Background: an optimization exercise with open tools, aiming at small area, a short achievable clock period and few clock cycles per item. Do not read the settings as production practice.
Function was checked by simulation only, so behaviour that the tests miss may differ from the original.

`design.v`:
```
package fft8_pkg;
  typedef logic signed [13-1:0] sample_t;
  typedef logic signed [16-1:0] result_t;
  typedef logic [3-1:0] index_t;
endpackage
`timescale 1ns/1ns
module sample_counter (
  input  logic              clk,
  input  logic              rst_n,
  input  logic              hold,
  output fft8_pkg::index_t  count,
  output fft8_pkg::index_t  count_up
);
  assign count_up = count + 1'b1;
  always_ff @(posedge clk or negedge rst_n) begin
    if (!rst_n) begin
      count <= '1;
    end else if (!hold) begin
      count <= count_up;
    end
  end
endmodule
`timescale 1ns/1ns
module frame_ctrl (
  input  logic             clk,
  input  logic             rst_n,
  input  logic             valid_in,
  input  fft8_pkg::index_t count,
  output logic             hold,
  output logic             ready,
  output logic             valid_out
);
  logic ready_q;
  logic wait_q;    
  logic act_q;     
  logic mid_q;     
  logic busy;
  logic accept;
  assign ready  = !wait_q;
  assign accept = ready_q && valid_in;
  assign busy   = act_q || mid_q || valid_out;
  assign hold   = ready_q && !valid_in && !busy;
  always_ff @(posedge clk or negedge rst_n) begin
    if (!rst_n) begin
      ready_q   <= 1'b1;
      wait_q    <= 1'b0;
      act_q     <= 1'b0;
      mid_q     <= 1'b0;
      valid_out <= 1'b0;
    end else begin
      ready_q <= (count == 3'd6) || hold;
      wait_q  <= !((count == 3'd6) || hold);
      act_q   <= accept || (act_q && (count != 3'd7));
      if (count == 3'd4) begin
        mid_q     <= act_q;
        valid_out <= mid_q;
      end
    end
  end
endmodule
`timescale 1ns/1ns
module bk_add #(
  parameter int W       = 16,
  parameter bit CI_LATE = 1'b0
) (
  input  logic [W-1:0] a,
  input  logic [W-1:0] b,
  input  logic         ci,
  output logic [W-1:0] s
);
  localparam int LO = CI_LATE ? 0 : 1;
  logic [W-1:0] g, p, gg, pp, c;
  always_comb begin
    g  = a & b;
    p  = a ^ b;
    gg = g;
    pp = p;
    for (int l = 0; (2 << l) <= W - LO; l++) begin
      for (int j = (2 << l) - 1; j < W - LO; j += (2 << l)) begin
        gg[j + LO] = gg[j + LO] | (pp[j + LO] & gg[j + LO - (1 << l)]);
        pp[j + LO] = pp[j + LO] & pp[j + LO - (1 << l)];
      end
    end
    for (int l = 4; l >= 0; l--) begin
      for (int j = 3 * (1 << l) - 1; j < W - LO; j += (2 << l)) begin
        gg[j + LO] = gg[j + LO] | (pp[j + LO] & gg[j + LO - (1 << l)]);
        pp[j + LO] = pp[j + LO] & pp[j + LO - (1 << l)];
      end
    end
    c[0] = ci;
    if (CI_LATE) begin
      for (int i = 1; i < W; i++) begin
        c[i] = gg[i-1] | (pp[i-1] & ci);
      end
    end else begin
      c[1] = g[0] | (p[0] & ci);
      for (int i = 2; i < W; i++) begin
        c[i] = gg[i-1] | (pp[i-1] & c[1]);
      end
    end
    s = p ^ c;
  end
endmodule
module sdf_stage1 (
  input  logic                      clk,
  input  fft8_pkg::index_t          count_up,
  input  logic signed [13-1:0] in_re,
  input  logic signed [13-1:0] in_im,
  output logic signed [13:0]   out_re,
  output logic signed [13:0]   out_im
);
  localparam int W  = 13 + 1;
  localparam int W1 = W + 1;
  localparam int W2 = W + 2;
  localparam int W3 = W + 3;
  logic signed [13-1:0] b_re, b_im;
  logic signed [W-1:0]       dl_re [4];
  logic signed [W-1:0]       dl_im [4];
  logic signed [W-1:0]       a_re, a_im, bw_re, bw_im, ax_re, ax_im;
  logic [W-1:0]              sum_re, sum_im, dif_re, dif_im;
  logic                      bfly, cin_n, odd;
  logic                      p_raw, p_dif, p_swp;    
  logic                      o_sum, o_rot, o_hld;    
  logic signed [W-1:0]       src_re, src_im;
  logic [W:0]                ax, st;
  logic signed [W:0]         sa_q;
  logic signed [W+3:0]       f_d, f_q;
  logic [W+2:0]              m_d;
  always_ff @(posedge clk) begin
    bfly  <= count_up[2];
    cin_n <= !count_up[1];
    odd   <= count_up[0];
    p_raw <= !count_up[2];
    p_dif <= count_up[2] && !count_up[1];
    p_swp <= count_up[2] && count_up[1];
    o_sum <= count_up[2];
    o_rot <= !count_up[2] && count_up[0];
    o_hld <= !count_up[2] && !count_up[0];
  end
  assign a_re  = dl_re[3];
  assign a_im  = dl_im[3];
  assign bw_re = W'(b_re);
  assign bw_im = W'(b_im);
  assign ax_re = {a_re[13-1], a_re[13-1:0]};
  assign ax_im = {a_im[13-1], a_im[13-1:0]};
  bk_add #(W) u_sum_re (.a(ax_re), .b(bw_re), .ci(1'b0), .s(sum_re));
  bk_add #(W) u_sum_im (.a(ax_im), .b(bw_im), .ci(1'b0), .s(sum_im));
  bk_add #(W, 1'b1) u_dif_re (.a(ax_re), .b(~bw_re), .ci(cin_n), .s(dif_re));
  bk_add #(W) u_dif_im (.a(ax_im), .b(~bw_im), .ci(1'b1), .s(dif_im));
  assign src_re = odd ? dl_re[1] : dl_re[0];
  assign src_im = odd ? dl_im[1] : dl_im[0];
  assign ax     = odd ? ~(W1'(src_re)) : W1'(src_re);
  bk_add #(W+1, 1'b1) u_st (.a(ax), .b(W1'(src_im)), .ci(odd), .s(st));
  assign f_d[1:0] = sa_q[1:0];
  bk_add #(W+2) u_x5 (.a(W2'(sa_q >>> 2)), .b(W2'(sa_q)), .ci(1'b0), .s(f_d[W+3:2]));
  bk_add #(W+3) u_x9 (.a(W3'(f_q >>> 3)), .b(W3'(f_q)), .ci(1'b0), .s(m_d));
  always_ff @(posedge clk) begin
    b_re     <= in_re;
    b_im     <= in_im;
    dl_re[0] <= ({W{p_raw}} & bw_re) | ({W{p_dif}} & dif_re) | ({W{p_swp}} & dif_im);
    dl_im[0] <= ({W{p_raw}} & bw_im) | ({W{p_dif}} & dif_im) | ({W{p_swp}} & ~dif_re);
    for (int i = 1; i < 3; i++) begin
      dl_re[i] <= dl_re[i-1];
      dl_im[i] <= dl_im[i-1];
    end
    dl_re[3] <= o_hld ? m_d[W+2:3] : dl_re[2];
    dl_im[3] <= dl_im[2];
    sa_q     <= st;
    f_q      <= f_d;
    out_re   <= bfly ? sum_re : a_re;
    out_im   <= ({W{o_sum}} & sum_im) | ({W{o_rot}} & m_d[W+2:3]) | ({W{o_hld}} & a_im);
  end
endmodule
module sdf_stage2 (
  input  logic                      clk,
  input  fft8_pkg::index_t          count_up,
  input  logic signed [13:0]   in_re,
  input  logic signed [13:0]   in_im,
  output logic signed [13+1:0] out_re,
  output logic signed [13+1:0] out_im
);
  localparam int W = 13 + 2;
  logic signed [W-1:0] dl_re [2];
  logic signed [W-1:0] dl_im [2];
  logic signed [W-1:0] a_re, a_im, b_re, b_im, ax_re, ax_im;
  logic [W-1:0]        sum_re, sum_im, dif_re, dif_im;
  logic                bfly, cin_n;
  logic                p_raw, p_dif, p_swp;
  always_ff @(posedge clk) begin
    bfly  <= (count_up[1] == count_up[0]);
    cin_n <= (count_up[1:0] != 2'd0);
    p_raw <= (count_up[1] != count_up[0]);
    p_dif <= (count_up[1:0] == 2'd3);
    p_swp <= (count_up[1:0] == 2'd0);
  end
  assign a_re = dl_re[1];
  assign a_im = dl_im[1];
  assign b_re = W'(in_re);
  assign b_im = W'(in_im);
  assign ax_re = {a_re[13], a_re[13:0]};
  assign ax_im = {a_im[13], a_im[13:0]};
  bk_add #(W) u_sum_re (.a(ax_re), .b(b_re), .ci(1'b0), .s(sum_re));
  bk_add #(W) u_sum_im (.a(ax_im), .b(b_im), .ci(1'b0), .s(sum_im));
  bk_add #(W, 1'b1) u_dif_re (.a(ax_re), .b(~b_re), .ci(cin_n), .s(dif_re));
  bk_add #(W) u_dif_im (.a(ax_im), .b(~b_im), .ci(1'b1), .s(dif_im));
  always_ff @(posedge clk) begin
    dl_re[0] <= ({W{p_raw}} & b_re) | ({W{p_dif}} & dif_re) | ({W{p_swp}} & dif_im);
    dl_im[0] <= ({W{p_raw}} & b_im) | ({W{p_dif}} & dif_im) | ({W{p_swp}} & ~dif_re);
    dl_re[1] <= dl_re[0];
    dl_im[1] <= dl_im[0];
    out_re   <= bfly ? sum_re : a_re;
    out_im   <= bfly ? sum_im : a_im;
  end
endmodule
module sdf_stage3 (
  input  logic                      clk,
  input  fft8_pkg::index_t          count_up,
  input  logic signed [13+1:0] in_re,
  input  logic signed [13+1:0] in_im,
  output fft8_pkg::result_t         sum_re,
  output fft8_pkg::result_t         sum_im,
  output fft8_pkg::result_t         held_re,
  output fft8_pkg::result_t         held_im
);
  localparam int W = 16;
  logic signed [W-1:0] b_re, b_im, ax_re, ax_im;
  logic [W-1:0]        dif_re, dif_im;
  logic                pass;
  always_ff @(posedge clk) begin
    pass <= !count_up[0];
  end
  assign b_re = W'(in_re);
  assign b_im = W'(in_im);
  assign ax_re = {held_re[13+1], held_re[13+1:0]};
  assign ax_im = {held_im[13+1], held_im[13+1:0]};
  bk_add #(W) u_sum_re (.a(ax_re), .b(b_re), .ci(1'b0), .s(sum_re));
  bk_add #(W) u_sum_im (.a(ax_im), .b(b_im), .ci(1'b0), .s(sum_im));
  bk_add #(W) u_dif_re (.a(ax_re), .b(~b_re), .ci(1'b1), .s(dif_re));
  bk_add #(W) u_dif_im (.a(ax_im), .b(~b_im), .ci(1'b1), .s(dif_im));
  always_ff @(posedge clk) begin
    held_re <= pass ? b_re : dif_re;
    held_im <= pass ? b_im : dif_im;
  end
endmodule
`timescale 1ns/1ns
module reorder_buffer (
  input  logic              clk,
  input  fft8_pkg::index_t  count_up,
  input  fft8_pkg::result_t sum_re,      
  input  fft8_pkg::result_t sum_im,
  input  fft8_pkg::result_t held_re,     
  input  fft8_pkg::result_t held_im,
  output fft8_pkg::result_t rd_re,
  output fft8_pkg::result_t rd_im
);
  localparam int W = 16;
  fft8_pkg::result_t line_re [3];
  fft8_pkg::result_t line_im [3];
  logic              direct, l_sum, l_held;
  always_ff @(posedge clk) begin
    direct <= count_up[2] && count_up[0];
    l_sum  <= !count_up[2] && count_up[0];
    l_held <= !count_up[0];
  end
  always_ff @(posedge clk) begin
    line_re[0] <= ({W{direct}} & line_re[2]) | ({W{l_sum}} & sum_re) | ({W{l_held}} & held_re);
    line_im[0] <= ({W{direct}} & line_im[2]) | ({W{l_sum}} & sum_im) | ({W{l_held}} & held_im);
    line_re[1] <= line_re[0];
    line_im[1] <= line_im[0];
    line_re[2] <= line_re[1];
    line_im[2] <= line_im[1];
    rd_re      <= direct ? sum_re : line_re[2];
    rd_im      <= direct ? sum_im : line_im[2];
  end
endmodule
`timescale 1ns/1ns
module fft8_top (
  input  logic              clk,
  input  logic              rst_n,
  input  logic              valid_in,
  input  fft8_pkg::sample_t data_in_re,
  input  fft8_pkg::sample_t data_in_im,
  output logic              ready,
  output logic              valid_out,
  output fft8_pkg::result_t data_out_re,
  output fft8_pkg::result_t data_out_im
);
  fft8_pkg::index_t          count;
  fft8_pkg::index_t          count_up;
  logic                      hold;
  logic signed [13:0]   s1_re, s1_im;
  logic signed [13+1:0] s2_re, s2_im;
  fft8_pkg::result_t         s3_re, s3_im, h3_re, h3_im;
  sample_counter u_counter (
    .clk   (clk),
    .rst_n (rst_n),
    .hold  (hold),
    .count    (count),
    .count_up (count_up)
  );
  frame_ctrl u_ctrl (
    .clk       (clk),
    .rst_n     (rst_n),
    .valid_in  (valid_in),
    .count     (count),
    .hold      (hold),
    .ready     (ready),
    .valid_out (valid_out)
  );
  sdf_stage1 u_stage1 (
    .clk      (clk),
    .count_up (count_up),
    .in_re  (data_in_re),
    .in_im  (data_in_im),
    .out_re (s1_re),
    .out_im (s1_im)
  );
  sdf_stage2 u_stage2 (
    .clk      (clk),
    .count_up (count_up),
    .in_re  (s1_re),
    .in_im  (s1_im),
    .out_re (s2_re),
    .out_im (s2_im)
  );
  sdf_stage3 u_stage3 (
    .clk      (clk),
    .count_up (count_up),
    .in_re  (s2_re),
    .in_im  (s2_im),
    .sum_re  (s3_re),
    .sum_im  (s3_im),
    .held_re (h3_re),
    .held_im (h3_im)
  );
  reorder_buffer u_reorder (
    .clk      (clk),
    .count_up (count_up),
    .sum_re   (s3_re),
    .sum_im   (s3_im),
    .held_re  (h3_re),
    .held_im  (h3_im),
    .rd_re (data_out_re),
    .rd_im (data_out_im)
  );
endmodule
```
`flow/run.sh`:
```
#!/bin/bash
# Own flow: the standard flow (standard synthesis unchanged), with
# stronger port buffers and a deeper setup repair. Each tool's log is
# kept by ORFS under orfs/logs; make's own output goes to standard.log.
set -euo pipefail
bash standard.sh \
  "BUFFER_PORTS_ARGS=-buffer_cell sky130_fd_sc_hd__buf_4" \
  SETUP_SLACK_MARGIN=5.3 \
  finish > standard.log 2>&1
```
`standard.sh`:
```
#!/bin/bash
# synth_recipe.tcl (not shown) runs the flow's synth.tcl, then flattens the netlist and writes it again
# the make line also repeats each setting of config.mk as NAME=value (left out here)
make -C /OpenROAD-flow-scripts/flow DESIGN_CONFIG=/design/flow/config.mk WORK_HOME=/design/flow/orfs CLKGATE_MAP_FILE= SYNTH_SCRIPT=/design/flow/synth_recipe.tcl "${@:-finish}"
```
`config.mk`:
```
export PLATFORM = sky130hd
export DESIGN_NAME = fft8_top
export DESIGN_NICKNAME = fft8_top
export VERILOG_FILES = /design/flow/design.v
export SDC_FILE = /design/flow/constraint.sdc
export NUM_CORES = 4
export LEC_CHECK = 0
export CAP_MARGIN = 20
export CORE_MARGIN = 2
export CORE_UTILIZATION = 65
export CTS_CLUSTER_DIAMETER = 100
export CTS_CLUSTER_SIZE = 24
export SETUP_SLACK_MARGIN = 5.0
export SLEW_MARGIN = 20
```
`constraint.sdc`:
```
create_clock -name core_clock -period 8.0 [get_ports {clk}]
set_input_delay 1.6000 -clock core_clock [delete_from_list [all_inputs] [get_ports {clk}]]
set_output_delay 1.6000 -clock core_clock [all_outputs]
set_load 0.01 [all_outputs]
```
==> reports/results.tsv, run 1 <==
stage	metric	value	unit
sta	clock_skew	0.0161	ns
synth	synth-edff-count	0	
routing	drt_iter0_markers	1078	
worst_setup_path	cp_max_fo	2	
cells_and_area	area_growth	10.7	%
sta	setup_ws	5.32	ns
synth	syn_inst	2097	
worst_setup_path	crit_cells	1	
worst_setup_path	crit_type	register to primary output	
sta	finalCritPeriodShare	0.335	
placement	dp_slack	4.92	ns
worst_setup_path	cp.arrival	1.08	ns
worst_setup_path	startpoint_type	register	
sta	final_hold_viol_count	0	
synth	synth-seq-cells	472	
worst_setup_path	crit_path_top_delay_cell	dfrtp_1	
worst_setup_path	reg2regPathDepth	11	
die	dieArea	33500	um^2
clock_tree	cts_tree	yes	
die	num_io_pins	63	
die	die_h	183	um
cells_and_area	final_common_cell	dfxtp_1	
routing	num_vias	14500	
worst_setup_path	reg2reg_from	u_stage1.odd	
grt	grt_pass1_wl	68700	um
worst_setup_path	rrSetupSlack	5.33	ns
worst_setup_path	r2r_end	u_stage1.sa_q[14]	
sta	grt_setup_unrepaired	true	
job	max_cap_violations	0	
clock_tree	h-tree-depth	1	
worst_setup_path	required	6.40	ns
placement	io_buffers	62	
worst_hold_path	min_path_cells	0	
worst_setup_path	critPathCaptureType	primary output	
routing	drc	0	
synth	async_flop_share	0.0169	
sta	worst_slew_pin_slew	1.07	ns
die	dieWidth	183	um
placement	place_inst	2495	
routing	wl_per_cell	16.7	um
clock_tree	cts_hold_buf	0	
clock_tree	cts.reportedPaths.clkPinSlew	0.10	ns
die	core	31600	um^2
clock_tree	root_buffer	clkbuf_16	
clock_tree	clk_latency	0.56	ns
cells_and_area	layout.cells.non_filler	2547	
grt	grt_use_total	0.250	
synth	synth-seq-area-share	0.456	
synth	synth-xor-area-share	0.0690	
synth	synth_fa_ha_area_frac	0.142	
die	start_util	0.660	
synth	mappedNetlistArea	20800	um^2
routing	wl	42600	um
worst_setup_path	worstPathCellList	buf_6	
clock_tree	clockBufferDepth	3	
cells_and_area	nets	2401	
synth	synth_compound_area_frac	0.164	
sta	setup_viol	0	
cells_and_area	utilization	0.730	
routing	ant_nets	0	
worst_setup_path	crit_buf_inv	1	
grt	antenna_found_initial	2	
worst_hold_path	hold_class	register to register	
grt	grt_max_degree	95	
clock_tree	clock_sinks	472	
worst_setup_path	critPathCapture	valid_out	
grt	grt_pass1_vias	14200	
cells_and_area	drive_gt1_frac	0.140	
routing	drt_pass1_iterations	8	
placement	dp_hpwl	30700	um
worst_setup_path	critPathLaunch	u_ctrl.valid_out	
cells_and_area	layout_common_cells	dfxtp_1, inv_1, ha_1, nor2_1, a21oi_1	
sta	max_slew_margin	0.286	
placement	place_congestion	0.837	
synth	yosysWarnings	20	
synth	yosys_most_used_dff	dfxtp_1	
synth	synth_top_family_by_area	compound AO/OA/AOI/OAI gates	
clock_tree	cts-buffers-inserted	23	
die	rows	65	
worst_setup_path	crit_family	flip-flops	
synth	synth.area.mux_share	0.0278	
synth	synthDistinctLibCells	82	
sta	finalMaxSlewViolations	0	
synth	synth_nets	2355	
sta	tns	0	ns
routing	avgViaCountPerCell	5.70	
grt	grt-ovfl-total	0	
synth	synth-simple-area-share	0.0872	
sta	fmax	373	MHz
sta	min_period	2.68	ns
worst_setup_path	max_stage_delay	0.40	ns
synth	avgSynthCellArea	9.93	um^2
run_status	status	timing/DRC/antenna clean	
worst min-delay path by stage:
| stage | startpoint | endpoint | slack, ns |
|---|---|---|---|
| after global routing | u_reorder.line_im[0][11] | u_reorder.line_im[1][11] | 0.33 |
| after floorplan | u_reorder.line_im[0][0] | u_reorder.line_im[1][0] | 0.31 |
| final | u_reorder.line_re[0][13] | u_reorder.line_re[1][13] | 0.33 |
| after global placement | u_reorder.line_re[0][12] | u_reorder.line_re[1][12] | 0.31 |
| after detailed placement | u_reorder.line_im[0][4] | u_reorder.line_im[1][4] | 0.31 |
| after CTS | u_reorder.line_re[0][13] | u_reorder.line_re[1][13] | 0.33 |
timing repair:
item	in CTS	in global routing
buffers inserted	4	19
gates cloned	2	0
gates resized for setup	23	95
pin swaps	7	45
endpoints found under the setup margin	27	53
per-stage QoR:
step	hold WS [ns]	area, um^2
2_1_floorplan	0.310	20900
3_3_place_gp	0.309	21600
3_5_place_dp	0.312	21600
4_1_cts	0.332	22400
5_1_grt	0.332	23000
6_report	0.328	23000
cell type report:
cell class / instances / area [um^2]
fill: 2303 / 8510
inverter: 223 / 837
multi-input combinational: 1328 / 10800
tap: 402 / 503
sequential: 472 / 9540
timing repair buffer: 95 / 783
clock inverter: 1 / 8.76
clock buffer: 25 / 583
antenna: 1 / 2.50
registers in the layout (all words and copies together) (netlist names), 16 cells and up:
register / count
u_reorder.line_im: 48
u_reorder.line_re: 48
u_reorder.rd_im: 16
u_reorder.rd_re: 16
u_stage1.dl_im: 56
u_stage1.dl_re: 56
u_stage1.f_q: 18
u_stage2.dl_im: 30
u_stage2.dl_re: 30
u_stage3.held_im: 16
u_stage3.held_re: 16
per-layer routing:
metal	global-route usage	routed length, um
met1	0.320	19000
met2	0.446	20900
met3	0.0294	1690
met4	0.0704	1050
met5	0	13
logic make-up after synthesis:
kind of cell             Yosys count
buffers and inverters            297
adder cells (fa/ha/maj)          229
XOR/XNOR                         164
multiplexers                      52
flip-flops                       472
AND/OR/NAND/NOR                  398
AO/OA/AOI/OAI                    485
cells in the mapped netlist (21+ instances only):
library cell  instances  area, um^2
xnor2_1             116        1020
mux2_2               47         529
o21bai_1             22         165
dfxtp_1             464        9290
nor2_1              167         627
inv_1               222         833
nor2b_1              21         131
nand2_1              90         338
nand2b_1             25         156
a22oi_1              29         218
clkbuf_1             62         233
xor2_1               48         420
a222oi_1             40         400
ha_1                216        2700
nor3_1               27         135
a21oi_1             143         716
o21ai_0              81         405
Testbench counts, summed over its fixed seeds: cycles 4,200, frames 512.
==> inputs of run 2 (changes only) <==
==> run.sh (new file) <==
#!/bin/bash
# synth_recipe.tcl (not shown) runs the flow's synth.tcl, then flattens the netlist and writes it again
# the make line also repeats each setting of config.mk as NAME=value (left out here)
make -C /OpenROAD-flow-scripts/flow DESIGN_CONFIG=/design/flow/config.mk WORK_HOME=/design/flow/orfs CLKGATE_MAP_FILE= SYNTH_SCRIPT=/design/flow/synth_recipe.tcl finish
removed: flow/run.sh
removed: standard.sh
==> reports/results.tsv, run 2 <==
stage	metric	value	unit
synth	yosys_most_used_dff	dfxtp_1	
sta	max_slew_margin	0.223	
grt	grt_use_total	0.249	
clock_tree	clockBufferDepth	3	
sta	setup_viol	0	
routing	wl_met2	20400	um
grt	antenna_found_initial	0	
clock_tree	root_buffer	clkbuf_16	
cells_and_area	layout.cells.non_filler	2528	
worst_setup_path	rrSetupSlack	5.12	ns
grt	grt_pass1_wl	68500	um
routing	drt_iter0_markers	1011	
worst_setup_path	reg2regPathDepth	11	
cells_and_area	final_common_cell	dfxtp_1	
placement	io_buffers	62	
worst_setup_path	required	8.51	ns
worst_setup_path	critPathCaptureType	register	
synth	synth-seq-area-share	0.456	
synth	synth-seq-cells	472	
routing	ant_nets	0	
synth	synth_nets	2355	
sta	grt_setup_unrepaired	false	
synth	synth.area.top_cells	dfxtp_1, ha_1, xnor2_1	
grt	grt-ovfl-total	0	
synth	synth_commonest_cells	dfxtp_1, inv_1, ha_1	
worst_setup_path	startpoint_type	register	
placement	place_congestion	0.860	
clock_tree	h-tree-depth	1	
routing	wl_per_cell	16.6	um
cells_and_area	reg_top3	u_stage1.dl_im x56, u_stage1.dl_re x56	
sta	clock_skew	0.0231	ns
cells_and_area	utilization	0.712	
cells_and_area	area_growth	7.85	%
worst_setup_path	cp_max_fo	12	
cells_and_area	diodes	0	
synth	synth_top_area_share	0.446	
grt	grt_max_degree	95	
die	num_io_pins	63	
worst_hold_path	min_path_cells	0	
die	core	31600	um^2
synth	mappedNetlistArea	20800	um^2
die	die_h	183	um
synth	syn_inst	2097	
clock_tree	cts_tree	yes	
synth	synth_top_cell_by_area	dfxtp_1	
routing	highest_layer	met4	
die	rows	65	
clock_tree	cts.reportedPaths.clkPinSlew	0.10	ns
placement	dp_hpwl	30800	um
clock_tree	cts-buffers-inserted	23	
sta	min_period	2.88	ns
synth	synthDistinctLibCells	82	
sta	tns	0	ns
synth	avgSynthCellArea	9.93	um^2
placement	place_inst	2494	
die	start_util	0.660	
worst_setup_path	cp.arrival	3.39	ns
sta	worst_slew_pin_slew	1.16	ns
run_status	status	timing/DRC/antenna clean	
cells_and_area	drive_gt1_frac	0.0663	
cells_and_area	nets	2381	
die	dieArea	33500	um^2
grt	grt_pass1_vias	14100	
synth	async_flop_share	0.0169	
sta	final_hold_viol_count	0	
sta	finalMaxSlewViolations	0	
routing	drc	0	
routing	avgViaCountPerCell	5.67	
worst_hold_path	hold_class	register to register	
clock_tree	clock_sinks	472	
routing	wl	42000	um
synth	synth-edff-count	0	
sta	finalCritPeriodShare	0.360	
sta	setup_ws	5.12	ns
synth	yosysWarnings	20	
routing	wl_met1	18900	um
placement	dp_slack	4.57	ns
die	dieWidth	183	um
routing	num_vias	14300	
worst_setup_path	crit_type	register to register	
job	max_cap_violations	0	
cells_and_area	layout_common_cells	dfxtp_1, inv_1, ha_1, nor2_1, a21oi_1	
routing	drt_pass1_iterations	6	
synth	synth.most_common_cell	dfxtp_1	
sta	fmax	348	MHz
sta	holdWs	0.325	ns
routing	wl_met3	1350	um
clock_tree	clk_latency	0.57	ns
## run 2: changes by cell type in the layout (fill, tap and decap cells not counted), sizes merged
cell,change
clkdlybuf4s50,+28
clkinv,+1
clkinvlp,+1
clkbuf,+2
bufbuf,-2
dlymetal6s2s,+8
buf,-82
dlygate4sd2,+26
diode,-1
## run 2: logic make-up (layout without fill, tap and decap cells)
kind of cell / Yosys count / count (layout) / synth area share
AOI/OAI and AO/OA: 485 / 485 / 0.164
DFF: 472 / 472 / 0.456
and+or+nand+nor: 398 / 398 / 0.0872
buffers and inverters: 297 / 326 / 0.0540
adders and majority gates: 229 / 229 / 0.142
xor gates and xnor gates: 164 / 164 / 0.0690
muxes: 52 / 52 / 0.0278
## run 2: final cells by class
cell class              instances  area, um^2
clock buffers                  25         583
clock inverters                 3        21.3
fillers                      2472        9090
inverters                     223         837
multi-input cells            1328       10300
flip-flops and latches        472        9500
well taps                     402         503
repair buffers                 75         753
## run 2: final timing paths
path,from,end
min in group asynchronous,rst_n,u_ctrl.wait_q
min reg2reg,u_stage1.dl_im[2][5],u_stage1.dl_im[3][5]
max in group asynchronous,rst_n,u_counter.count[0]
max reg2reg,u_stage1.odd,u_stage1.sa_q[14]
max,u_stage1.odd,u_stage1.sa_q[14]
min,u_stage1.dl_im[2][5],u_stage1.dl_im[3][5]
## run 2: metal layers
| layer | vias to the layer above | GRT usage |
|---|---|---|
| met5 | - | 0 |
| met4 | 0 | 0.0742 |
| met3 | 66 | 0.0222 |
| met2 | 273 | 0.447 |
| met1 | 6781 | 0.320 |
| li1 | 7219 | - |
## run 2: what timing repair did
item | CTS | global route
hold buffers | 0 | 0
gates cloned | 0 | 2
resized for setup | 32 | 17
pin swaps | 1 | 3
setup endpoints to repair | 33 | 22
setup buffers | 1 | 3
## run 2: metrics by stage
step | area [um^2]
2_1_floorplan | 20800
3_3_place_gp | 21700
3_5_place_dp | 21700
4_1_cts | 22300
5_1_grt | 22500
6_report | 22500
## run 2: critical path, stage by stage, from the launching register on
cell and delay [ns]:
dfxtp_4 0.37, buf_12 0.13, mux2_2 0.33, ha_1 0.32, a211o_1 0.36, a21oi_4 0.22, o21ai_2 0.13, a41oi_2 0.26
a21oi_2 0.13, a41o_1 0.29, nor3_1 0.13, mux2_2 0.16
==> inputs of run 3 (changes only) <==
--- a/design.v
+++ b/design.v
@@ -30,31 +30,33 @@
   output logic             ready,
   output logic             valid_out
 );
-  logic ready_q;
-  logic wait_q;    
+  logic ready_q;   
   logic act_q;     
   logic mid_q;     
+  logic tail_q;    
   logic busy;
   logic accept;
-  assign ready  = !wait_q;
+  logic park;
+  assign ready  = ready_q;
   assign accept = ready_q && valid_in;
-  assign busy   = act_q || mid_q || valid_out;
-  assign hold   = ready_q && !valid_in && !busy;
+  assign busy   = act_q || tail_q;
+  assign park   = (count == 3'd7) && !busy;
+  assign hold   = park && !accept;
   always_ff @(posedge clk or negedge rst_n) begin
     if (!rst_n) begin
-      ready_q   <= 1'b1;
-      wait_q    <= 1'b0;
+      ready_q   <= 1'b0;
       act_q     <= 1'b0;
       mid_q     <= 1'b0;
+      tail_q    <= 1'b0;
       valid_out <= 1'b0;
     end else begin
       ready_q <= (count == 3'd6) || hold;
-      wait_q  <= !((count == 3'd6) || hold);
       act_q   <= accept || (act_q && (count != 3'd7));
       if (count == 3'd4) begin
-        mid_q     <= act_q;
-        valid_out <= mid_q;
+        mid_q  <= act_q;
+        tail_q <= act_q || mid_q;
       end
+      valid_out <= (count == 3'd4) ? mid_q : valid_out;
     end
   end
 endmodule
==> flow/run.sh (new file) <==
#!/bin/bash
# Own flow: the standard flow (standard synthesis unchanged), with
# stronger port buffers and a deeper setup repair. Each tool's log is
# kept by ORFS under orfs/logs; make's own output goes to standard.log.
set -euo pipefail
bash standard.sh \
  "BUFFER_PORTS_ARGS=-buffer_cell sky130_fd_sc_hd__buf_4" \
  SETUP_SLACK_MARGIN=5.37 \
  finish > standard.log 2>&1
==> standard.sh (new file) <==
#!/bin/bash
# synth_recipe.tcl (not shown) runs the flow's synth.tcl, then flattens the netlist and writes it again
# the make line also repeats each setting of config.mk as NAME=value (left out here)
make -C /OpenROAD-flow-scripts/flow DESIGN_CONFIG=/design/flow/config.mk WORK_HOME=/design/flow/orfs CLKGATE_MAP_FILE= SYNTH_SCRIPT=/design/flow/synth_recipe.tcl "${@:-finish}"
removed: run.sh
==> reports/results.tsv, run 3 <==
stage	metric	value	unit
sta	setup_viol	0	
die	dieWidth	184	um
clock_tree	clockBufferDepth	3	
sta	grt_setup_unrepaired	true	
sta	worst_slew_pin_slew	1.16	ns
routing	drt_iter0_markers	1267	
worst_setup_path	crit_family	flip-flops	
grt	grt-ovfl-total	0	
run_status	status	timing/DRC/antenna clean	
worst_setup_path	crit_path_top_delay_cell	dfrtp_1	
worst_setup_path	startpoint_type	register	
synth	synth_top_family_by_area	compound AO/OA/AOI/OAI gates	
worst_setup_path	cp_max_fo	2	
synth	yosysWarnings	20	
synth	synth_commonest_cells	dfxtp_1, inv_1, ha_1	
die	rows	66	
routing	wl_per_cell	16.2	um
synth	synth_top_cell_by_area	dfxtp_1	
synth	async_flop_share	0.0169	
synth	synth-seq-area-share	0.449	
cells_and_area	nets	2451	
routing	num_vias	14800	
worst_hold_path	hold_class	register to register	
placement	dp_hpwl	31000	um
grt	grt_max_degree	87	
clock_tree	root_buffer	clkbuf_16	
synth	avgSynthCellArea	9.84	um^2
sta	setup_ws	5.33	ns
worst_setup_path	max_stage_delay	0.41	ns
sta	finalCritPeriodShare	0.334	
sta	clock_skew	0.0338	ns
sta	holdWs	0.317	ns
routing	avgViaCountPerCell	5.62	
synth	synth-edff-count	0	
synth	synth_nets	2404	
grt	antenna_found_initial	0	
placement	place_inst	2587	
synth	synth.area.mux_share	0.0297	
synth	synth.area.top_cells	dfxtp_1, ha_1, xnor2_1	
cells_and_area	layout_common_cells	dfxtp_1, inv_1, ha_1, nor2_1, a21oi_1	
cells_and_area	utilization	0.716	
die	start_util	0.654	
clock_tree	cts_hold_buf	0	
cells_and_area	area_growth	9.49	%
cells_and_area	reg_top3	u_stage1.dl_im x56, u_stage1.dl_re x56	
grt	grt_pass1_vias	14200	
worst_hold_path	hp-start	u_stage1.dl_im[2][4]	
clock_tree	clk_latency	0.56	ns
clock_tree	cts-buffers-inserted	23	
sta	fmax	374	MHz
sta	max_slew_margin	0.224	
worst_setup_path	reg2regPathDepth	12	
synth	synthDistinctLibCells	81	
clock_tree	h-tree-depth	1	
synth	synth.most_common_cell	dfxtp_1	
cells_and_area	fillers	2447	
clock_tree	clock_sinks	472	
die	num_io_pins	63	
worst_setup_path	crit_buf_inv	1	
routing	ant_nets	0	
grt	grt_pass1_wl	69400	um
routing	wl	42800	um
grt	grt_use_total	0.250	
worst_hold_path	hold_end	u_stage1.dl_im[3][4]	
worst_setup_path	critPathCaptureType	primary output	
clock_tree	cts.reportedPaths.clkPinSlew	0.10	ns
worst_setup_path	rrSetupSlack	5.38	ns
routing	drt_pass1_iterations	7	
clock_tree	cts_tree	yes	
worst_setup_path	worstPathCellList	buf_6	
job	max_cap_violations	0	
cells_and_area	drive_gt1_frac	0.119	
sta	min_period	2.67	ns
routing	drc	0	
sta	finalMaxSlewViolations	0	
worst_setup_path	crit_type	register to primary output	
synth	synth_compound_area_frac	0.166	
cells_and_area	final_common_cell	dfxtp_1	
synth	yosys_most_used_dff	dfxtp_1	
die	core	32300	um^2
placement	place_congestion	0.837	
sta	final_hold_viol_count	0	
die	die_h	184	um
synth	synth_fa_ha_area_frac	0.140	
sta	tns	0	ns
placement	dp_slack	4.97	ns
synth	mappedNetlistArea	21100	um^2
cells_and_area	diodes	0	
worst_hold_path	min_path_cells	0	
die	dieArea	34000	um^2
synth	synth-simple-area-share	0.0972	
worst_setup_path	cp.arrival	1.07	ns
synth	syn_inst	2146	
synth	synth-xor-area-share	0.0659	
placement	io_buffers	62	
worst_setup_path	required	6.40	ns
cells_and_area	layout.cells.non_filler	2637	
worst_setup_path	reg2reg_from	u_stage1.odd	
synth	synth_top_area_share	0.440	
worst_setup_path	r2r_end	u_stage1.sa_q[11]	
synth	synth-seq-cells	472	
run 3: cells by family (layout without fill, tap and decap cells):
family | Yosys count | count (layout)
buffers and inverters | 291 | 340
muxes | 57 | 57
AOI/OAI and AO/OA | 499 | 499
and+or+nand+nor | 439 | 439
DFF | 472 | 472
xor gates and xnor gates | 159 | 159
adders and majority gates | 229 | 229
run 3: worst max-delay path by stage:
stage,startpoint,to,depth (start not counted)
floorplan,u_stage1.odd,u_stage1.sa_q[14],12
global placement,u_stage1.odd,u_stage1.sa_q[14],11
detailed placement,u_stage1.odd,u_stage1.sa_q[14],11
CTS,u_ctrl.ready_q,ready,1
global route,u_stage1.odd,u_stage1.sa_q[14],11
finish,u_ctrl.valid_out,valid_out,1
run 3: through the flow:
step | cell area (um^2)
6_report | 23100
5_1_grt | 23100
4_1_cts | 22800
3_5_place_dp | 22000
3_3_place_gp | 22000
2_1_floorplan | 21200
run 3: final cells by class:
type,count,area [um^2],share of cell area
multi-input combinational,1383,10800,0.467
inverter,218,818,0.0354
clock buffer,26,587,0.0254
timing repair buffer,95,830,0.0359
sequential,472,9530,0.412
clock inverter,1,8.76,0.000379
tap,442,553,0.0239
run 3: routing by layer:
layer,vias up,global-route usage,part of all wire
met5,-,0,0
met4,0,0.0726,0.026
met1,6963,0.326,0.46
met2,306,0.442,0.48
met3,70,0.0221,0.037
li1,7485,-,-
run 3: repair_timing:
action                                  in CTS  in global routing
gates resized for setup                     26                 65
setup buffers                                7                 14
pin swaps                                    7                 25
endpoints found under the setup margin      26                 68
cloned                                       2                  0
Testbench counts of run 3, summed over its fixed seeds: cycles 4,200, frames 512.
==> inputs of run 4 (changes only) <==
--- a/flow/run.sh
+++ b/flow/run.sh
@@ -5,5 +5,5 @@
 set -euo pipefail
 bash standard.sh \
   "BUFFER_PORTS_ARGS=-buffer_cell sky130_fd_sc_hd__buf_4" \
-  SETUP_SLACK_MARGIN=5.37 \
+  SETUP_SLACK_MARGIN=5.33 \
   finish > standard.log 2>&1
==> reports/results.tsv, run 4 <==
stage	metric	value	unit
cells_and_area	fillers	2462	
worst_setup_path	worstPathCellList	buf_6	
sta	min_period	2.67	ns
worst_setup_path	crit_path_top_delay_cell	dfrtp_1	
die	start_util	0.654	
routing	num_vias	14800	
synth	synth-seq-cells	472	
clock_tree	cts_tree	yes	
worst_setup_path	rrSetupSlack	5.39	ns
synth	synth_nets	2404	
worst_setup_path	critPathCapture	valid_out	
cells_and_area	diodes	0	
synth	mappedNetlistArea	21100	um^2
sta	fmax	374	MHz
routing	drt_pass1_iterations	7	
die	dieWidth	184	um
clock_tree	clock_sinks	472	
cells_and_area	layout.cells.non_filler	2635	
cells_and_area	layout_common_cells	dfxtp_1, inv_1, ha_1, nor2_1, a21oi_1	
sta	tns	0	ns
clock_tree	clk_latency	0.56	ns
clock_tree	cts-buffers-inserted	23	
cells_and_area	area_growth	8.93	%
synth	synth_top_cell_by_area	dfxtp_1	
synth	yosysWarnings	20	
worst_setup_path	crit_buf_inv	1	
routing	wl	42700	um
synth	avgSynthCellArea	9.84	um^2
grt	grt_max_degree	87	
synth	synth_top_area_share	0.440	
sta	finalMaxSlewViolations	0	
worst_setup_path	r2r_end	u_stage1.sa_q[14]	
clock_tree	root_buffer	clkbuf_16	
cells_and_area	nets	2449	
sta	finalCritPeriodShare	0.334	
placement	place_congestion	0.837	
worst_setup_path	cp_max_fo	2	
routing	avgViaCountPerCell	5.60	
worst_setup_path	startpoint_type	register	
worst_setup_path	reg2reg_from	u_stage1.odd	
sta	clock_skew	0.0367	ns
clock_tree	cts.reportedPaths.clkPinSlew	0.10	ns
sta	grt_setup_unrepaired	true	
cells_and_area	reg_top3	u_stage1.dl_im x56, u_stage1.dl_re x56	
worst_setup_path	crit_type	register to primary output	
grt	grt-ovfl-total	0	
cells_and_area	multiInputGateArea	10700	um^2
synth	synthDistinctLibCells	81	
grt	grt_use_total	0.250	
worst_setup_path	crit_family	flip-flops	
synth	async_flop_share	0.0169	
routing	drc	0	
cells_and_area	regArea	9520	um^2
die	rows	66	
placement	io_buffers	62	
job	max_cap_violations	0	
run_status	status	timing/DRC/antenna clean	
worst_setup_path	required	6.40	ns
synth	synth-seq-area-share	0.449	
routing	wl_per_cell	16.2	um
worst_setup_path	critPathLaunch	u_ctrl.valid_out	
die	num_io_pins	63	
placement	place_inst	2587	
synth	synth_commonest_cells	dfxtp_1, inv_1, ha_1	
worst_setup_path	max_stage_delay	0.41	ns
placement	dp_hpwl	31000	um
die	core	32300	um^2
grt	grt_pass1_vias	14200	
sta	worst_slew_pin_slew	1.15	ns
routing	drt_iter0_markers	1122	
sta	max_slew_margin	0.233	
clock_tree	cts_hold_buf	0	
grt	grt_pass1_wl	69300	um
clock_tree	clockBufferDepth	3	
synth	syn_inst	2146	
routing	ant_nets	0	
die	die_h	184	um
worst_setup_path	crit_cells	1	
worst_setup_path	reg2regPathDepth	11	
synth	synth.most_common_cell	dfxtp_1	
worst_setup_path	critPathCaptureType	primary output	
worst_setup_path	cp.arrival	1.07	ns
sta	setup_viol	0	
grt	antenna_found_initial	0	
cells_and_area	final_common_cell	dfxtp_1	
cells_and_area	drive_gt1_frac	0.110	
die	dieArea	34000	um^2
clock_tree	h-tree-depth	1	
synth	synth.area.top_cells	dfxtp_1, ha_1, xnor2_1	
sta	final_hold_viol_count	0	
synth	yosys_most_used_dff	dfxtp_1	
synth	synth-edff-count	0	
worst_hold_path	hold_class	register to register	
## run 4: metrics by stage
stage | area, um^2 | util | hold slack, ns | setup WS (ns)
after CTS | 22700 | 0.704 | 0.326 | 5.30
after global routing | 23000 | 0.713 | 0.330 | 5.24
final | 23000 | 0.713 | 0.315 | 5.33
after floorplan | 21200 | - | 0.310 | 5.39
after global placement | 22000 | 0.680 | 0.309 | 5.02
after detailed placement | 22000 | 0.680 | 0.312 | 4.97
## run 4: layout make-up
class,count,share of cell area
clock buffers,26,0.0255
clock inverters,1,0.000381
inverters,218,0.0356
multi-input cells,1383,0.466
flip-flops and latches,472,0.414
well taps,442,0.0240
repair buffers,93,0.0345
## run 4: per-layer routing
| layer | vias up | global-route usage | wire [um] | part of all wire |
|---|---|---|---|---|
| met5 | - | 0 | 0 | 0 |
| met2 | 294 | 0.442 | 20500 | 0.48 |
| met3 | 65 | 0.0221 | 1530 | 0.036 |
| met1 | 6930 | 0.326 | 19600 | 0.46 |
| li1 | 7475 | - | - | - |
| met4 | 0 | 0.0726 | 1100 | 0.026 |
## run 4: cells by family (layout without fill, tap and decap cells)
group / count (synthesis) / in the layout / synth area share
fa+ha+maj: 229 / 229 / 0.140
compound gates: 499 / 499 / 0.166
buf+inv: 291 / 338 / 0.0521
simple gates: 439 / 439 / 0.0972
mux: 57 / 57 / 0.0297
xor+xnor: 159 / 159 / 0.0659
flops: 472 / 472 / 0.449
## run 4: repair_timing
action / CTS / global route
buffers inserted: 6 / 13
endpoints found under the setup margin: 19 / 60
pin swaps: 5 / 20
resized for setup: 14 / 45
cloned: 2 / 0
## run 4: worst min-delay path by stage
stage                                        start  depth (start not counted)                       end  slack, ns
after floorplan            u_reorder.line_im[0][0]                          0   u_reorder.line_im[1][0]       0.31
after global placement    u_reorder.line_im[0][12]                          0  u_reorder.line_im[1][12]       0.31
after detailed placement      u_stage1.dl_im[2][7]                          0      u_stage1.dl_im[3][7]       0.31
after CTS                     u_stage1.dl_im[2][8]                          0      u_stage1.dl_im[3][8]       0.33
after global routing          u_stage1.dl_im[2][8]                          0      u_stage1.dl_im[3][8]       0.33
final                         u_stage1.dl_im[2][4]                          0      u_stage1.dl_im[3][4]       0.31
## run 4: worst register-to-register path, cell delays in order (launching register included)
cell and delay, ns:
dfxtp_4 0.38, buf_12 0.12, mux2_4 0.32, ha_4 0.22
a21o_1 0.15, a21o_1 0.19, a21oi_4 0.20, o21ai_4 0.09
a221oi_4 0.31, o2111ai_2 0.19, a211oi_2 0.24, mux2_4 0.16

## re-timing with driven ports
Ports are ideal in the flow. The routed layouts listed here were re-timed in OpenROAD.
Step 1: set_driving_cell puts a clkbuf_16 on clk and a buf_2 on each other input, an assumption about the parent block.
Step 2 times the ports against the registers' clock, not the clock port: input delays grow and output delays shrink by t, the midpoint of the rising clock arrivals with the driver on.
Three values: ideal ports, drivers, drivers and shift; two values: the first two.
run | t (ns) | slack for setup (ns) | latest minus earliest clock arrival (ns) | worst register clock-pin slew, ns
run 1 | 0.603 | 5.319 / 5.266 / 5.329 | 0.016 / 0.016 | 0.10 / 0.10
run 2 | 0.610 | 5.124 / 5.094 / 5.124 | 0.029 / 0.028 | 0.10 / 0.10
run 3 | 0.593 | 5.325 / 5.275 / 5.377 | 0.034 / 0.034 | 0.10 / 0.10
run 4 | 0.593 | 5.326 / 5.276 / 5.392 | 0.036 / 0.037 | 0.10 / 0.10
After both steps setup and hold are still met in every run listed.
